This is an optimization exercise on Yosys and OpenROAD, whose aim is small area, a short achievable clock period and few clock cycles per item, not a production implementation. In this exercise RTL edits were held to simulation tests only and were not proved equivalent to the original. No activity file was given, so power comes from the tool's default toggle rates.

==> flow/design.v <==
package cpmt_pkg;
  localparam int MAX_MARKS_DEF  = 64;
  localparam int COORD_BITS     = 11;
  localparam int SCORE_BITS     = 16;
  localparam int SLOT_BITS      = 6;
  localparam int COUNT_BITS     = 7;
  localparam int REQ_BITS       = 2;
  localparam int MD_BITS        = 8;
  localparam int CFG_IDX_BITS   = 3;
  localparam int CFG_DATA_BITS  = COORD_BITS + 1;
  localparam int CMDQ_DEPTH     = 2;
  localparam int CMD_BITS       = 2 + 2 * COORD_BITS + SCORE_BITS + SLOT_BITS;
  localparam int MARK_BITS      = 2 * COORD_BITS + SCORE_BITS;
  localparam int REGION_END_RST = 1 << COORD_BITS;
  localparam int MERGE_DIST_RST = 10;
  typedef enum logic [REQ_BITS-1:0] {
    REQ_OFFER = 2'd0,
    REQ_READ  = 2'd1,
    REQ_CLEAR = 2'd2,
    REQ_RSVD  = 2'd3
  } req_t;
  typedef enum logic [CFG_IDX_BITS-1:0] {
    CFG_X_START    = 3'd0,
    CFG_X_END      = 3'd1,
    CFG_Y_START    = 3'd2,
    CFG_Y_END      = 3'd3,
    CFG_MERGE_DIST = 3'd4
  } cfg_idx_t;
  typedef enum logic [1:0] {
    CMD_OFFER,
    CMD_READ,
    CMD_CLEAR,
    CMD_IGNORE
  } cmd_kind_t;
  typedef enum logic [2:0] {
    ACT_INSERTED = 3'd0,
    ACT_REPLACED = 3'd1,
    ACT_KEPT     = 3'd2,
    ACT_DROPPED  = 3'd3,
    ACT_OUTSIDE  = 3'd4,
    ACT_READ     = 3'd5,
    ACT_CLEARED  = 3'd6
  } action_t;
  typedef enum logic [1:0] {
    B_IDLE,
    B_FETCH,
    B_SCAN,
    B_OUT
  } back_state_t;
  typedef struct packed {
    cmd_kind_t               kind;
    logic [COORD_BITS-1:0]   x;
    logic [COORD_BITS-1:0]   y;
    logic [SCORE_BITS-1:0]   score;
    logic [SLOT_BITS-1:0]    slot;
  } cmd_t;
  typedef struct packed {
    logic [COORD_BITS-1:0]   x;
    logic [COORD_BITS-1:0]   y;
    logic [SCORE_BITS-1:0]   score;
  } mark_t;
  typedef struct packed {
    action_t                 action;
    logic [SLOT_BITS-1:0]    slot;
    logic [COORD_BITS-1:0]   x;
    logic [COORD_BITS-1:0]   y;
    logic                    valid;
    logic [COUNT_BITS-1:0]   count;
  } result_t;
endpackage
import cpmt_pkg::*;
module cpmt_cmd_fifo
(
  input  logic clk,
  input  logic rst_n,
  input  logic push,
  input  cpmt_pkg::cmd_t din,
  output logic full,
  input  logic pop,
  output cpmt_pkg::cmd_t dout,
  output logic empty
);
  localparam int PW = (CMDQ_DEPTH > 1) ? $clog2(CMDQ_DEPTH) : 1;
  localparam int NW = $clog2(CMDQ_DEPTH + 1);
  logic [CMD_BITS-1:0] buf_r [0:CMDQ_DEPTH-1];
  logic [PW-1:0] wp_r, wp_nxt;
  logic [PW-1:0] rp_r, rp_nxt;
  logic [NW-1:0] cnt_r, cnt_nxt;
  logic          do_push, do_pop;
  assign full    = (32'(cnt_r) == CMDQ_DEPTH);
  assign empty   = (cnt_r == '0);
  assign do_push = push && !full;
  assign do_pop  = pop && !empty;
  assign dout    = buf_r[rp_r];
  always_comb begin
    wp_nxt  = wp_r;
    rp_nxt  = rp_r;
    cnt_nxt = cnt_r;
    if (do_push) begin
      wp_nxt = (32'(wp_r) == CMDQ_DEPTH - 1) ? '0 : wp_r + 1'b1;
    end
    if (do_pop) begin
      rp_nxt = (32'(rp_r) == CMDQ_DEPTH - 1) ? '0 : rp_r + 1'b1;
    end
    if (do_push && !do_pop) begin
      cnt_nxt = cnt_r + 1'b1;
    end else if (do_pop && !do_push) begin
      cnt_nxt = cnt_r - 1'b1;
    end
  end
  always_ff @(posedge clk) begin
    if (!rst_n) begin
      wp_r  <= '0;
      rp_r  <= '0;
      cnt_r <= '0;
    end else begin
      wp_r  <= wp_nxt;
      rp_r  <= rp_nxt;
      cnt_r <= cnt_nxt;
    end
  end
  always_ff @(posedge clk) begin
    if (do_push) begin
      buf_r[wp_r] <= din;
    end
  end
endmodule
import cpmt_pkg::*;
module cpmt_front
(
  input  logic                      clk,
  input  logic                      rst_n,
  input  logic                      in_push,
  input  logic [REQ_BITS-1:0]       in_req_type,
  input  logic [COORD_BITS-1:0]     in_point_x,
  input  logic [COORD_BITS-1:0]     in_point_y,
  input  logic [SCORE_BITS-1:0]     in_point_score,
  input  logic [SLOT_BITS-1:0]      in_read_slot,
  input  logic                      cfg_we,
  input  logic [CFG_IDX_BITS-1:0]   cfg_index,
  input  logic [CFG_DATA_BITS-1:0]  cfg_data,
  input  logic                      q_full,
  output logic                      q_push,
  output cpmt_pkg::cmd_t                      q_cmd,
  output logic [MD_BITS-1:0]        merge_dist
);
  logic [COORD_BITS-1:0] x_start_r;
  logic [COORD_BITS:0]   x_end_r;
  logic [COORD_BITS-1:0] y_start_r;
  logic [COORD_BITS:0]   y_end_r;
  logic [MD_BITS-1:0]    merge_dist_r;
  logic                  outside;
  always_ff @(posedge clk) begin
    if (!rst_n) begin
      x_start_r    <= '0;
      x_end_r      <= (COORD_BITS+1)'(REGION_END_RST);
      y_start_r    <= '0;
      y_end_r      <= (COORD_BITS+1)'(REGION_END_RST);
      merge_dist_r <= MD_BITS'(MERGE_DIST_RST);
    end else if (cfg_we) begin
      unique case (cfg_index)
        CFG_X_START:    x_start_r    <= cfg_data[COORD_BITS-1:0];
        CFG_X_END:      x_end_r      <= cfg_data[COORD_BITS:0];
        CFG_Y_START:    y_start_r    <= cfg_data[COORD_BITS-1:0];
        CFG_Y_END:      y_end_r      <= cfg_data[COORD_BITS:0];
        CFG_MERGE_DIST: merge_dist_r <= cfg_data[MD_BITS-1:0];
        default: ;
      endcase
    end
  end
  assign outside = (in_point_x < x_start_r) || ({1'b0, in_point_x} >= x_end_r) ||
                   (in_point_y < y_start_r) || ({1'b0, in_point_y} >= y_end_r);
  always_comb begin
    q_cmd.x     = in_point_x;
    q_cmd.y     = in_point_y;
    q_cmd.score = in_point_score;
    q_cmd.slot  = in_read_slot;
    unique case (in_req_type)
      REQ_OFFER: q_cmd.kind = outside ? CMD_IGNORE : CMD_OFFER;
      REQ_READ:  q_cmd.kind = CMD_READ;
      REQ_CLEAR: q_cmd.kind = CMD_CLEAR;
      default:   q_cmd.kind = CMD_IGNORE;
    endcase
  end
  assign q_push     = in_push && !q_full;
  assign merge_dist = merge_dist_r;
endmodule
import cpmt_pkg::*;
module cpmt_back
#(
  parameter int MAX_MARKS = MAX_MARKS_DEF
) (
  input  logic               clk,
  input  logic               rst_n,
  input  logic               q_empty,
  input  cpmt_pkg::cmd_t               q_cmd,
  output logic               q_pop,
  input  logic [MD_BITS-1:0] merge_dist,
  output logic               out_empty,
  input  logic               out_pop,
  output cpmt_pkg::result_t            out_res
);
  localparam int IW = (MAX_MARKS > 1) ? $clog2(MAX_MARKS) : 1;
  localparam int CW = $clog2(MAX_MARKS + 1);
  cpmt_pkg::back_state_t     state_r, state_nxt;
  cpmt_pkg::cmd_t            cmd_r, cmd_nxt;
  logic [IW-1:0]   idx_r, idx_nxt;
  logic [CW-1:0]   fill_r, fill_nxt;
  cpmt_pkg::result_t         res_r, res_nxt;
  cpmt_pkg::result_t         out_r, out_nxt;
  logic            out_valid_r, out_valid_nxt;
  logic [MARK_BITS-1:0] mem [0:MAX_MARKS-1];
  cpmt_pkg::mark_t           rd_data_r;
  cpmt_pkg::mark_t           mem_wd;
  logic            mem_we;
  logic [IW-1:0]   mem_wa;
  logic [IW-1:0]   rd_addr;
  logic [COORD_BITS-1:0] dx, dy;
  logic            hit, higher, last, has_room, read_hit, fill_zero, out_free;
  assign rd_addr = (state_r == B_SCAN) ? idx_r + 1'b1 : idx_r;
  always_ff @(posedge clk) begin
    if (mem_we) begin
      mem[mem_wa] <= mem_wd;
    end
    rd_data_r <= mem[rd_addr];
  end
  assign dx = (cmd_r.x > rd_data_r.x) ? cmd_r.x - rd_data_r.x : rd_data_r.x - cmd_r.x;
  assign dy = (cmd_r.y > rd_data_r.y) ? cmd_r.y - rd_data_r.y : rd_data_r.y - cmd_r.y;
  assign hit = (dx < {{(COORD_BITS-MD_BITS){1'b0}}, merge_dist}) &&
               (dy < {{(COORD_BITS-MD_BITS){1'b0}}, merge_dist});
  assign higher    = cmd_r.score > rd_data_r.score;
  assign last      = (32'(idx_r) + 32'd1) >= 32'(fill_r);
  assign has_room  = 32'(fill_r) < MAX_MARKS;
  assign read_hit  = 32'(q_cmd.slot) < 32'(fill_r);
  assign fill_zero = (fill_r == '0);
  assign out_free  = !out_valid_r || out_pop;
  always_comb begin
    state_nxt = state_r;
    unique case (state_r)
      B_IDLE: begin
        if (!q_empty) begin
          case (q_cmd.kind)
            CMD_OFFER: state_nxt = fill_zero ? B_OUT : B_FETCH;
            CMD_READ:  state_nxt = read_hit ? B_FETCH : B_OUT;
            default:   state_nxt = B_OUT;
          endcase
        end
      end
      B_FETCH: state_nxt = B_SCAN;
      B_SCAN: begin
        if (cmd_r.kind == CMD_READ || hit || last) begin
          state_nxt = B_OUT;
        end
      end
      B_OUT: begin
        if (out_free) begin
          state_nxt = B_IDLE;
        end
      end
    endcase
  end
  always_comb begin
    cmd_nxt       = cmd_r;
    idx_nxt       = idx_r;
    fill_nxt      = fill_r;
    res_nxt       = res_r;
    out_nxt       = out_r;
    out_valid_nxt = out_valid_r && !out_pop;
    q_pop         = 1'b0;
    mem_we        = 1'b0;
    mem_wa        = idx_r;
    mem_wd.x      = cmd_r.x;
    mem_wd.y      = cmd_r.y;
    mem_wd.score  = cmd_r.score;
    unique case (state_r)
      B_IDLE: begin
        if (!q_empty) begin
          q_pop         = 1'b1;
          cmd_nxt       = q_cmd;
          res_nxt       = '0;
          res_nxt.count = COUNT_BITS'(fill_r);
          case (q_cmd.kind)
            CMD_OFFER: begin
              idx_nxt = '0;
              res_nxt.action = ACT_INSERTED;
              if (fill_zero) begin
                mem_we        = 1'b1;
                mem_wa        = '0;
                mem_wd.x      = q_cmd.x;
                mem_wd.y      = q_cmd.y;
                mem_wd.score  = q_cmd.score;
                fill_nxt      = CW'(1);
                res_nxt.x     = q_cmd.x;
                res_nxt.y     = q_cmd.y;
                res_nxt.valid = 1'b1;
                res_nxt.count = COUNT_BITS'(1);
              end
            end
            CMD_READ: begin
              idx_nxt        = IW'(q_cmd.slot);
              res_nxt.action = ACT_READ;
              res_nxt.slot   = q_cmd.slot;
            end
            CMD_CLEAR: begin
              fill_nxt       = '0;
              res_nxt.action = ACT_CLEARED;
              res_nxt.count  = '0;
            end
            default: begin
              res_nxt.action = ACT_OUTSIDE;
            end
          endcase
        end
      end
      B_FETCH: ;
      B_SCAN: begin
        if (cmd_r.kind == CMD_READ) begin
          res_nxt.x     = rd_data_r.x;
          res_nxt.y     = rd_data_r.y;
          res_nxt.valid = 1'b1;
        end else if (hit) begin
          res_nxt.slot  = SLOT_BITS'(idx_r);
          res_nxt.valid = 1'b1;
          if (higher) begin
            mem_we         = 1'b1;
            mem_wa         = idx_r;
            res_nxt.action = ACT_REPLACED;
            res_nxt.x      = cmd_r.x;
            res_nxt.y      = cmd_r.y;
          end else begin
            res_nxt.action = ACT_KEPT;
            res_nxt.x      = rd_data_r.x;
            res_nxt.y      = rd_data_r.y;
          end
        end else if (!last) begin
          idx_nxt = idx_r + 1'b1;
        end else if (has_room) begin
          mem_we         = 1'b1;
          mem_wa         = IW'(fill_r);
          fill_nxt       = fill_r + 1'b1;
          res_nxt.action = ACT_INSERTED;
          res_nxt.slot   = SLOT_BITS'(fill_r);
          res_nxt.x      = cmd_r.x;
          res_nxt.y      = cmd_r.y;
          res_nxt.valid  = 1'b1;
          res_nxt.count  = COUNT_BITS'(fill_r + 1'b1);
        end else begin
          res_nxt.action = ACT_DROPPED;
        end
      end
      B_OUT: begin
        if (out_free) begin
          out_nxt       = res_r;
          out_valid_nxt = 1'b1;
        end
      end
    endcase
  end
  always_ff @(posedge clk) begin
    if (!rst_n) begin
      state_r     <= B_IDLE;
      fill_r      <= '0;
      out_valid_r <= 1'b0;
    end else begin
      state_r     <= state_nxt;
      fill_r      <= fill_nxt;
      out_valid_r <= out_valid_nxt;
    end
  end
  always_ff @(posedge clk) begin
    cmd_r <= cmd_nxt;
    idx_r <= idx_nxt;
    res_r <= res_nxt;
    out_r <= out_nxt;
  end
  assign out_empty = !out_valid_r;
  assign out_res   = out_r;
endmodule
import cpmt_pkg::*;
module corner_point_merge_table
#(
  parameter int MAX_MARKS = MAX_MARKS_DEF
) (
  input  logic                      clk,
  input  logic                      rst_n,
  input  logic                      in_push,
  output logic                      in_full,
  input  logic [REQ_BITS-1:0]       in_req_type,
  input  logic [COORD_BITS-1:0]     in_point_x,
  input  logic [COORD_BITS-1:0]     in_point_y,
  input  logic [SCORE_BITS-1:0]     in_point_score,
  input  logic [SLOT_BITS-1:0]      in_read_slot,
  output logic                      out_empty,
  input  logic                      out_pop,
  output logic [2:0]                out_action,
  output logic [SLOT_BITS-1:0]      out_slot_index,
  output logic [COORD_BITS-1:0]     out_entry_x,
  output logic [COORD_BITS-1:0]     out_entry_y,
  output logic                      out_entry_valid,
  output logic [COUNT_BITS-1:0]     out_mark_count,
  input  logic                      cfg_we,
  input  logic [CFG_IDX_BITS-1:0]   cfg_index,
  input  logic [CFG_DATA_BITS-1:0]  cfg_data
);
  logic               q_push, q_full, q_pop, q_empty;
  cpmt_pkg::cmd_t               q_in, q_out;
  logic [MD_BITS-1:0] merge_dist;
  cpmt_pkg::result_t            res;
  cpmt_front u_front (
    .clk            (clk),
    .rst_n          (rst_n),
    .in_push        (in_push),
    .in_req_type    (in_req_type),
    .in_point_x     (in_point_x),
    .in_point_y     (in_point_y),
    .in_point_score (in_point_score),
    .in_read_slot   (in_read_slot),
    .cfg_we         (cfg_we),
    .cfg_index      (cfg_index),
    .cfg_data       (cfg_data),
    .q_full         (q_full),
    .q_push         (q_push),
    .q_cmd          (q_in),
    .merge_dist     (merge_dist)
  );
  cpmt_cmd_fifo u_cmd_fifo (
    .clk   (clk),
    .rst_n (rst_n),
    .push  (q_push),
    .din   (q_in),
    .full  (q_full),
    .pop   (q_pop),
    .dout  (q_out),
    .empty (q_empty)
  );
  cpmt_back #(
    .MAX_MARKS (MAX_MARKS)
  ) u_back (
    .clk        (clk),
    .rst_n      (rst_n),
    .q_empty    (q_empty),
    .q_cmd      (q_out),
    .q_pop      (q_pop),
    .merge_dist (merge_dist),
    .out_empty  (out_empty),
    .out_pop    (out_pop),
    .out_res    (res)
  );
  assign in_full         = q_full;
  assign out_action      = res.action;
  assign out_slot_index  = res.slot;
  assign out_entry_x     = res.x;
  assign out_entry_y     = res.y;
  assign out_entry_valid = res.valid;
  assign out_mark_count  = res.count;
endmodule
==> flow/run.sh <==
#!/bin/bash
# synth_recipe.tcl (not shown) runs the flow's synth.tcl, then flattens the netlist and writes it again
# the make line also repeats each setting of config.mk as NAME=value (left out here)
make -C /OpenROAD-flow-scripts/flow DESIGN_CONFIG=/design/flow/config.mk WORK_HOME=/design/flow/orfs CLKGATE_MAP_FILE= SYNTH_SCRIPT=/design/flow/synth_recipe.tcl finish
==> flow/config.mk <==
export PLATFORM = sky130hd
export DESIGN_NAME = corner_point_merge_table
export DESIGN_NICKNAME = corner_point_merge_table
export VERILOG_FILES = /design/flow/design.v
export SDC_FILE = /design/flow/constraint.sdc
export NUM_CORES = 4
export LEC_CHECK = 0
export CAP_MARGIN = 20
export CORE_MARGIN = 2
export CORE_UTILIZATION = 30
export SLEW_MARGIN = 20
==> flow/constraint.sdc <==
create_clock -name core_clock -period 15.0 [get_ports {clk}]
set_input_delay 3.0000 -clock core_clock [delete_from_list [all_inputs] [get_ports {clk}]]
set_output_delay 3.0000 -clock core_clock [all_outputs]
set_load 0.01 [all_outputs]
==> flow_metrics.tcl <==
set metrics [dict create \
    yosysMostFrequentCell "edfxtp_1" \
    fin_crit_ns 8.081 \
    dpl.hpwl_um 182400 \
    syn-instance-count 5294 \
    met1Wirelength_um 124500 \
    via_per_inst 5.175 \
    io_buffers 106 \
    cts.repair.resized 0 \
    cts_setup_buffers 0 \
    finalHoldViolations 0 \
    synth_top_area_share 0.7288 \
    cp.buffers_inverters 2 \
    clock_sinks 2755 \
    syn_avg_cell_area_um2 20.61 \
    leakage_nw 39.25 \
    cts_tree "built" \
    drv_cap 0 \
    wl_met3_um 29260 \
    p_per_area_nw_per_um2 219.1 \
    h-tree-depth 5 \
    postRouteAntennaNets 0 \
    setup.worst_path.end_class "flip-flop" \
    status "timing/DRC/antenna clean" \
    post-route-drc-count 0 \
    drt_iter0_drc 7895 \
    dp.cells 10070 \
    setup_violations 0 \
    cp_max_fo 23 \
    tns_ns 0 \
    grt_pass1_vias 53540 \
    worst_slew_pin_slew_ns 1.183 \
    stdcell_count 10570 \
    fmax_ghz 0.1237 \
    vdd_drop_max_mv 0.2210 \
    die_area_um2 368500 \
    synth.distinct_cells 79 \
    critPathLaunch "u_back.cmd_r[41]" \
    clkTransAtPathRegs_ns 0.06 \
    cts-root-buf "clkbuf_16" \
    ys_top_cells_by_count "2648 x edfxtp_1, 746 x mux4_2, 327 x nand2_1" \
    die_x_um 607.1 \
    synth_fp_nets 5499 \
    fp.dieH_um 607.1 \
    clock_skew_ns 0.05540 \
    yosys_warnings 3 \
    min_from "u_back.res_r[18]" \
    gp_congestion 0.8445 \
    critical_path.max_stage_delay_ns 0.88 \
    area_growth_syn_to_layout_pct 15.25 \
    maxSlewViolCount 0 \
    layout-drive-gt1-share 0.2490 \
    synth-main-ff-cell "edfxtp_1" \
    route.top_layer_used "met5" \
    firstDrtPassIters 5 \
    crit_slowest_cell "nor2_4" \
    initial_core_util 0.3012 \
    rows 221 \
    synthTopCellsByArea "edfxtp_1 73%, mux4_2 15%, dfxtp_1 2.0%" \
    fin_ws_ns 6.919 \
    grt_max_degree 123 \
    async_flop_share 0 \
    worstSetupPathType "flip-flop to flip-flop" \
    dr_wl_met2_um 135000 \
    required_ns 15.50 \
    yosysSeqAreaShare 0.7484 \
    num_vias 54680 \
    totalPowerFinal_mw 27.56 \
    cts_hold_buf 0 \
    io_pins 107 \
    synth_edf_count 2648 \
    grt_pass1_wl_um 416300 \
    antenna_found_initial 36 \
    worstSkewPairLatency_ns 0.86 \
    crit_arrival_ns 8.58 \
    finalNetCount 5765 \
    pre_cts_ws_ns 6.996 \
    synthesis.area_um2 109100 \
    ys_ff_latch 2755 \
    cp_top_family "simple AND/OR/NAND/NOR gates" \
    wl_um 296500 \
    core_um2 362200 \
    slew_headroom 0.2110 \
    wl_per_cell_um 28.06 \
    numCtsBuffers 283 \
    utilization 0.3471 \
    rsz0062_at_grt "no" \
    path_cells "ha_1 > nand4_2 > or4_4 > nand3_1 > nand2_1 > a31oi_4 > mux2i_1 > xor2_1 > ha_1 > and3_1 > o2111ai_1 > o21ai_0 > a221o_1 > or4b_1 > o22ai_1 > o21ai_2 > buf_4 > a311o_1 > nor2_2 > nand3_1 > nor2_4 > buf_4" \
    crit_path_start_kind "flip-flop" \
    finalCritPeriodShare 0.5388 \
    cts_max_path_buffers 4 \
    grt_usage 0.1579 \
    hold_class "flip-flop to flip-flop" \
    r2r-start "u_back.cmd_r[41]" \
    grt_overflow 0 \
    synth_area_leader_cell "edfxtp_1" \
]
-- cell families (layout without fill, tap and decap cells) --
kind of cell	count (synthesis)	in the layout	share of synthesized area
buffers and inverters	428	897	0.01555
XOR/XNOR	34	34	0.002729
other	0	8	0
AND/OR/NAND/NOR	694	694	0.02938
multiplexers	832	832	0.1624
AO/OA/AOI/OAI	412	412	0.02532
adder cells (fa/ha/maj)	139	139	0.01622
flip-flops	2755	2755	0.7484
-- through the flow --
| stage | hold slack [ns] | instance area [um^2] |
|---|---|---|
| floorplan | 0.4003 | 109100 |
| global placement | 0.4074 | 117100 |
| detailed placement | 0.4056 | 117200 |
| CTS | 0.4205 | 125700 |
| global route | 0.4269 | 125700 |
| finish | 0.4183 | 125700 |
-- per-layer routing --
| layer | track usage | up-vias |
|---|---|---|
| li1 | - | 22250 |
| met3 | 0.03291 | 421 |
| met1 | 0.2293 | 29280 |
| met5 | 0 | - |
| met2 | 0.2417 | 2724 |
| met4 | 0.03948 | 10 |
-- power by group --
| part | total (mW) | switching [mW] | leakage (nW) | internal [mW] |
|---|---|---|---|---|
| sequential | 9.67 | 0.170 | 24.8 | 9.50 |
| clock | 6.62 | 2.88 | 4.17 | 3.75 |
| combinational | 11.3 | 7.06 | 10.3 | 4.20 |
| total | 27.6 | 10.1 | 39.2 | 17.4 |
-- final timing paths --
path / to / slack [ns] / cells past startpoint
max: u_back.mem[63][4] / 6.92 / 22
min reg2reg: u_back.out_r[18] / 0.42 / 0
min: u_back.out_r[18] / 0.42 / 0
max reg2reg: u_back.mem[63][4] / 6.92 / 22
-- cell usage in the layout (no fill, tap or decap), types with 33 or more instances in the layout --
| cell type | count |
|---|---|
| edfxtp_1 | 2648 |
| mux4_2 | 746 |
| nand2_1 | 327 |
| clkbuf_16 | 290 |
| inv_1 | 156 |
| buf_4 | 135 |
| ha_1 | 134 |
| dfxtp_1 | 106 |
| clkdlybuf4s50_1 | 105 |
| nor2_1 | 82 |
| a21oi_1 | 80 |
| clkbuf_1 | 62 |
| nand3_1 | 58 |
| nor2_4 | 58 |
| a21boi_0 | 55 |
| clkinv_1 | 55 |
| o21ai_0 | 50 |
| clkinv_2 | 47 |
| mux2i_1 | 45 |
| a21o_1 | 33 |
| a311oi_1 | 33 |
-- registers in the layout (all words and copies together), names as in the netlist, 11 cells and up, named ones only --
signal and cells:
u_back.cmd_r 40, u_back.mem 2432, u_back.out_r 39, u_back.rd_data_r 38, u_back.res_r 39, u_cmd_fifo.buf_r 92
u_front.x_end_r 12, u_front.x_start_r 11, u_front.y_end_r 12, u_front.y_start_r 11
-- cell type report --
class / instances / area [um^2]
Antenna cell: 8 / 20.02
Clock buffer: 359 / 7586
Clock inverter: 129 / 909.6
Fill cell: 33380 / 236500
Inverter: 157 / 589.3
Multi-Input combinational cell: 2111 / 26680
Sequential cell: 2755 / 81660
Tap cell: 4794 / 5998
Timing Repair Buffer: 252 / 2297
Testbench counts, summed over its fixed seeds: cycles 156,007, items 6,360.

-- afterwards: timing with drivers on the ports --
In the flow no input, the clock included, has a driving cell. The finished layout below was timed again as built, in two steps.
Step 1 (the two cells are an assumption about what drives the block):
set clk [get_ports {clk}]
set_driving_cell -lib_cell sky130_fd_sc_hd__clkbuf_16 $clk
set_driving_cell -lib_cell sky130_fd_sc_hd__buf_2 [delete_from_list [all_inputs] $clk]
Step 2 also shifts input and output timing later by t, the mid clock arrival at the registers, as if the neighbouring blocks saw the same clock.
Slacks: ideal ports / drivers / drivers and shift; pairs: ideal ports / drivers.
t, ns: 0.933
setup WS [ns]: 6.919 / 6.919 / 6.919
slew at the worst register clock pin (ns): 0.07 / 0.07
After both steps setup and hold are still met in this run. For this run, drivers alone change the setup slack by 0.000 ns; drivers and shift together by 0.000 ns.
